Context: an optimization exercise on an open-source flow, tuned for small area and a short achievable clock period. The choices shown serve that exercise and are no tape-out recipe.
At most, simulation tests tie the RTL to the original design; equivalence was not proved.
Power figures rest on the tool's default switching activity, not on a simulated workload.

job 101:
==> flow/design.v <==
package wavp_pkg;
    localparam logic [2:0] ST_PARSING    = 3'd0;
    localparam logic [2:0] ST_OK         = 3'd1;
    localparam logic [2:0] ST_NOT_WAVE   = 3'd2;
    localparam logic [2:0] ST_MISSING    = 3'd3;
    localparam logic [2:0] ST_BAD_FORMAT = 3'd4;
    localparam logic [2:0] ST_TRUNCATED  = 3'd5;
    localparam int OUT_BITS = 8 + 3 + 32;
    localparam int OUT_TDATA_W = ((OUT_BITS + 7) / 8) * 8;
endpackage
module wav_riff_header_parser (
    input  logic                             aclk,
    input  logic                             aresetn,
    input  logic                             s_axis_tvalid,
    output logic                             s_axis_tready,
    input  logic [7:0]                       s_axis_tdata,    
    input  logic                             s_axis_tlast,    
    output logic                             m_axis_tvalid,
    input  logic                             m_axis_tready,
    output logic [wavp_pkg::OUT_TDATA_W-1:0] m_axis_tdata,
    output logic                             m_axis_tuser     
);
    localparam logic [2:0] P_HDR  = 3'd0;
    localparam logic [2:0] P_CHDR = 3'd1;
    localparam logic [2:0] P_FMT  = 3'd2;
    localparam logic [2:0] P_DATA = 3'd3;
    localparam logic [2:0] P_SKIP = 3'd4;
    localparam logic [2:0] P_PAD  = 3'd5;
    localparam logic [2:0] P_DONE = 3'd6;
    localparam logic [2:0] P_ERR  = 3'd7;
    logic [2:0]  ph, ph_n;
    logic [5:0]  pos, pos_n, pos_inc;
    logic [31:0] cnt, cnt_n, cnt_dec;
    logic        f1, f1_n;
    logic        f2, f2_n;
    logic        fgood, fgood_n;   
    logic        sfmt, sfmt_n;
    logic        sdata, sdata_n;
    logic        m_valid_reg;
    logic        m_user_reg;
    logic [7:0]  m_byte_reg;
    logic [2:0]  m_stat_reg;
    logic [31:0] m_dlen_reg;
    logic        accept;
    logic        hdr_done;
    logic        chunk_end;
    logic        dload;
    logic        audio;
    logic [31:0] L;
    logic [7:0]  b;
    logic        m_hdr, m_tf, m_td, m_fmt;
    logic [2:0]  verdict;
    logic        v_notwave, v_trunc, v_fin;
    logic        hdr_last, lzero, cnt_one, pos_39;
    assign hdr_last = pos[3] && pos[1:0] == 2'd3;        
    assign lzero    = (L == 32'd0);
    assign cnt_one  = (cnt == 32'd1);
    assign pos_39   = pos[5] && (pos[4] || pos[3] || pos[2:0] == 3'd7);
    assign s_axis_tready = !m_valid_reg || m_axis_tready;
    assign accept        = s_axis_tvalid && s_axis_tready;
    assign b             = s_axis_tdata;
    assign pos_inc       = pos + 6'd1;
    assign cnt_dec       = cnt - 32'd1;
    assign L             = {b, cnt[31:8]};
    always_comb begin
        case ({pos[3], pos[1:0]})
            3'd0:       m_hdr = (b == 8'h52);   
            3'd1:       m_hdr = (b == 8'h49);   
            3'd2, 3'd3: m_hdr = (b == 8'h46);   
            3'd4:       m_hdr = (b == 8'h57);   
            3'd5:       m_hdr = (b == 8'h41);   
            3'd6:       m_hdr = (b == 8'h56);   
            default:    m_hdr = (b == 8'h45);   
        endcase
        case (pos[1:0])
            2'd0:    begin m_tf = (b == 8'h66); m_td = (b == 8'h64); end
            2'd1:    begin m_tf = (b == 8'h6D); m_td = (b == 8'h61); end
            2'd2:    begin m_tf = (b == 8'h74); m_td = (b == 8'h74); end
            default: begin m_tf = (b == 8'h20); m_td = (b == 8'h61); end
        endcase
        case (pos[3:0])
            4'd0:    m_fmt = (b == 8'h01);
            4'd2:    m_fmt = (b == 8'h02);
            4'd4:    m_fmt = (b == 8'h44);
            4'd5:    m_fmt = (b == 8'hAC);
            4'd14:   m_fmt = (b == 8'h10);
            4'd1, 4'd3, 4'd6, 4'd7, 4'd15: m_fmt = (b == 8'h00);
            default: m_fmt = 1'b1;
        endcase
    end
    always_comb begin
        ph_n      = ph;
        pos_n     = pos;
        f1_n      = f1;
        f2_n      = f2;
        fgood_n   = fgood;
        sfmt_n    = sfmt;
        sdata_n   = sdata;
        hdr_done  = 1'b0;
        chunk_end = 1'b0;
        dload     = 1'b0;
        audio     = 1'b0;
        case (ph)
            P_HDR: begin
                f1_n  = (f1 || pos == 6'd0) && (pos[2] || m_hdr);
                pos_n = pos_inc;
                if (hdr_last) begin
                    ph_n  = f1_n ? P_CHDR : P_ERR;
                    pos_n = '0;
                end
            end
            P_CHDR: begin
                if (!pos[2]) begin
                    f1_n = (f1 || pos[1:0] == 2'd0) && m_tf;
                    f2_n = (f2 || pos[1:0] == 2'd0) && m_td;
                end
                pos_n = pos_inc;
                if (pos[2:0] == 3'd7) begin
                    hdr_done = 1'b1;
                end
            end
            P_FMT: begin
                if (f1 && !pos[5] && !pos[4]) begin
                    fgood_n = (fgood || pos[3:0] == 4'd0) && m_fmt;
                end
                if (f1 && pos == 6'd15) begin
                    sfmt_n = 1'b1;
                end
                if (!(pos[5] && (pos[4] || pos[3]))) begin
                    pos_n = pos_inc;
                end
                if (cnt_one) begin
                    chunk_end = 1'b1;
                end
            end
            P_DATA: begin
                audio = 1'b1;
                if (cnt_one) begin
                    chunk_end = 1'b1;
                end
            end
            P_SKIP: begin
                if (cnt_one) begin
                    chunk_end = 1'b1;
                end
            end
            P_PAD: begin
                ph_n  = P_CHDR;
                pos_n = '0;
            end
            default: ;
        endcase
        if (hdr_done) begin
            pos_n = '0;
            f1_n  = |L[31:4];
            f2_n  = L[0];
            if (f1) begin
                ph_n = P_FMT;
            end else if (f2 && !sdata) begin
                sdata_n = 1'b1;
                dload   = 1'b1;
                ph_n    = P_DATA;
            end else begin
                ph_n = P_SKIP;
            end
            if (lzero) begin
                chunk_end = 1'b1;
            end
        end
        if (chunk_end) begin
            if (sfmt_n && sdata_n) begin
                ph_n = P_DONE;
            end else if (f2_n) begin
                ph_n = P_PAD;
            end else begin
                ph_n = P_CHDR;
            end
            pos_n = '0;
        end
        v_notwave = (ph == P_ERR) || (ph == P_HDR && hdr_last && !f1_n);
        v_trunc   = (ph == P_HDR && !hdr_last) ||
                    (ph == P_CHDR && pos[2:0] == 3'd7 && !lzero && (f1 || (f2 && !sdata))) ||
                    (ph == P_FMT && !(cnt_one || (f1 && pos_39))) ||
                    (ph == P_DATA && !cnt_one);
        v_fin     = (ph == P_DONE) ||
                    (ph == P_CHDR && pos[2:0] == 3'd7 && lzero && !f1 && f2 && !sdata && sfmt) ||
                    (ph == P_FMT && sdata && sfmt_n) ||
                    (ph == P_DATA && sfmt);
        if (v_notwave) begin
            verdict = wavp_pkg::ST_NOT_WAVE;
        end else if (v_trunc) begin
            verdict = wavp_pkg::ST_TRUNCATED;
        end else if (v_fin) begin
            verdict = fgood_n ? wavp_pkg::ST_OK : wavp_pkg::ST_BAD_FORMAT;
        end else begin
            verdict = wavp_pkg::ST_MISSING;
        end
    end
    logic take, keep, take_st, keep_st;
    assign take    = accept;
    assign keep    = !accept;
    assign take_st = accept && aresetn && !s_axis_tlast;   
    assign keep_st = aresetn && !accept;
    assign cnt_n = (accept && ph == P_CHDR) ? L : (cnt - {31'd0, accept});
    always_ff @(posedge aclk) begin
        ph    <= ({3{take_st}} & ph_n)  | ({3{keep_st}} & ph);
        pos   <= ({6{take_st}} & pos_n) | ({6{keep_st}} & pos);
        sfmt  <= (take_st & sfmt_n)     | (keep_st & sfmt);
        sdata <= (take_st & sdata_n)    | (keep_st & sdata);
    end
    always_ff @(posedge aclk) begin
        cnt   <= cnt_n;
        f1    <= (take & f1_n)    | (keep & f1);
        f2    <= (take & f2_n)    | (keep & f2);
        fgood <= (take & fgood_n) | (keep & fgood);
    end
    always_ff @(posedge aclk) begin
        if (!aresetn) begin
            m_valid_reg <= 1'b0;
        end else if (accept) begin
            m_valid_reg <= 1'b1;
        end else if (m_axis_tready) begin
            m_valid_reg <= 1'b0;
        end
    end
    logic take_audio, take_last, take_dlen, keep_dlen;
    assign take_audio = accept && audio;
    assign take_last  = accept && s_axis_tlast;
    assign take_dlen  = accept && dload;
    assign keep_dlen  = !accept || sdata;
    always_ff @(posedge aclk) begin
        m_user_reg <= take_audio | (keep & m_user_reg);
        m_byte_reg <= ({8{take_audio}} & b) | ({8{keep}} & m_byte_reg);
        m_stat_reg <= ({3{take_last}} & verdict) | ({3{keep}} & m_stat_reg);
        m_dlen_reg <= ({32{take_dlen}} & L) | ({32{keep_dlen}} & m_dlen_reg);
    end
    assign m_axis_tvalid = m_valid_reg;
    assign m_axis_tdata  = {{(wavp_pkg::OUT_TDATA_W - wavp_pkg::OUT_BITS){1'b0}},
                            m_dlen_reg, m_stat_reg, m_byte_reg};
    assign m_axis_tuser  = m_user_reg;
endmodule
clock: 6.5 ns
lec_check: 0
cap_margin: 20
core_margin: 2
core_utilization: 40
cts_buf_list: sky130_fd_sc_hd__clkbuf_8
setup_slack_margin: 3.75
slew_margin: 20
tns_end_percent: 2
standard.sh (not shown) runs the stock make flow with config.mk's settings and CLKGATE_MAP_FILE= SYNTH_SCRIPT=/design/flow/synth_recipe.tcl, a recipe that flattens the netlist after the stock synthesis.
==> flow/flow/run.sh <==
#!/bin/bash
set -euo pipefail
bash standard.sh BUFFER_PORTS_ARGS="-buffer_cell sky130_fd_sc_hd__buf_1" finish > standard_flow.log 2>&1
Setup changes, job 101 to job 102
--- a/flow/design.v
+++ b/flow/design.v
@@ -31,5 +31,5 @@
     logic [2:0]  ph, ph_n;
     logic [5:0]  pos, pos_n, pos_inc;
-    logic [31:0] cnt, cnt_n, cnt_dec;
+    logic [31:0] cnt, cnt_n, borrow;
     logic        f1, f1_n;
     logic        f2, f2_n;
@@ -61,5 +61,10 @@
     assign b             = s_axis_tdata;
     assign pos_inc       = pos + 6'd1;
-    assign cnt_dec       = cnt - 32'd1;
+    always_comb begin
+        borrow[0] = 1'b1;
+        for (int i = 1; i < 32; i++) begin
+            borrow[i] = borrow[i-1] && !cnt[i-1];
+        end
+    end
     assign L             = {b, cnt[31:8]};
     always_comb begin
@@ -202,5 +207,5 @@
     assign take_st = accept && aresetn && !s_axis_tlast;   
     assign keep_st = aresetn && !accept;
-    assign cnt_n = (accept && ph == P_CHDR) ? L : (cnt - {31'd0, accept});
+    assign cnt_n = (accept && ph == P_CHDR) ? L : (cnt ^ ({32{accept}} & borrow));
     always_ff @(posedge aclk) begin
         ph    <= ({3{take_st}} & ph_n)  | ({3{keep_st}} & ph);
Notes after the runs:
When job 102 is measured against job 101, its post-route worst setup slack turns out 0.057 ns higher. Job 102 has clock group share of total power above what job 101 had. Max freq job 101 -> job 102: improved. Job 102 against job 101; non-clock buffer count is down by a little under 10%. Higher routing usage on met2 among job 102 and job 101: job 102. Job 102 vs. job 101: post-layout utilization of the core went down by 0.79 points. Combinational power share | job 102 below job 101. Against job 101, job 102 comes in 0.95 points higher on met1 track demand over resource.
The RTL of job 101 was laid out without a check of its function.

-- port drivers added, routing unchanged --
How much do the figures lean on ideal ports? The routed layouts below were timed once more, with nothing changed but the port constraints. Step 1, drivers: a clkbuf_16 drives aclk and a buf_2 each remaining input, both assumed. Step 2, shift: input delay + t, output delay - t, t = (earliest + latest rising clock arrival at the registers) / 2. This alone moves slack from input paths to output paths. Slacks: ideal ports / drivers / drivers and shift; pairs: ideal ports / drivers.
run	t, ns	slack for setup (ns)	worst hold slack (ns)	worst setup path at the end	pins driven straight from the clock port
job 101	0.409	3.529 / 3.508 / 3.247	0.482 / 0.482 / 0.482	input to register	1
job 102	0.400	3.586 / 3.564 / 3.317	0.462 / 0.462 / 0.462	input to register	1
After both steps setup and hold are still met in every run listed. The setup slack of job 101, which loses most, moves by -0.021 ns with the drivers and by -0.282 ns with both steps.
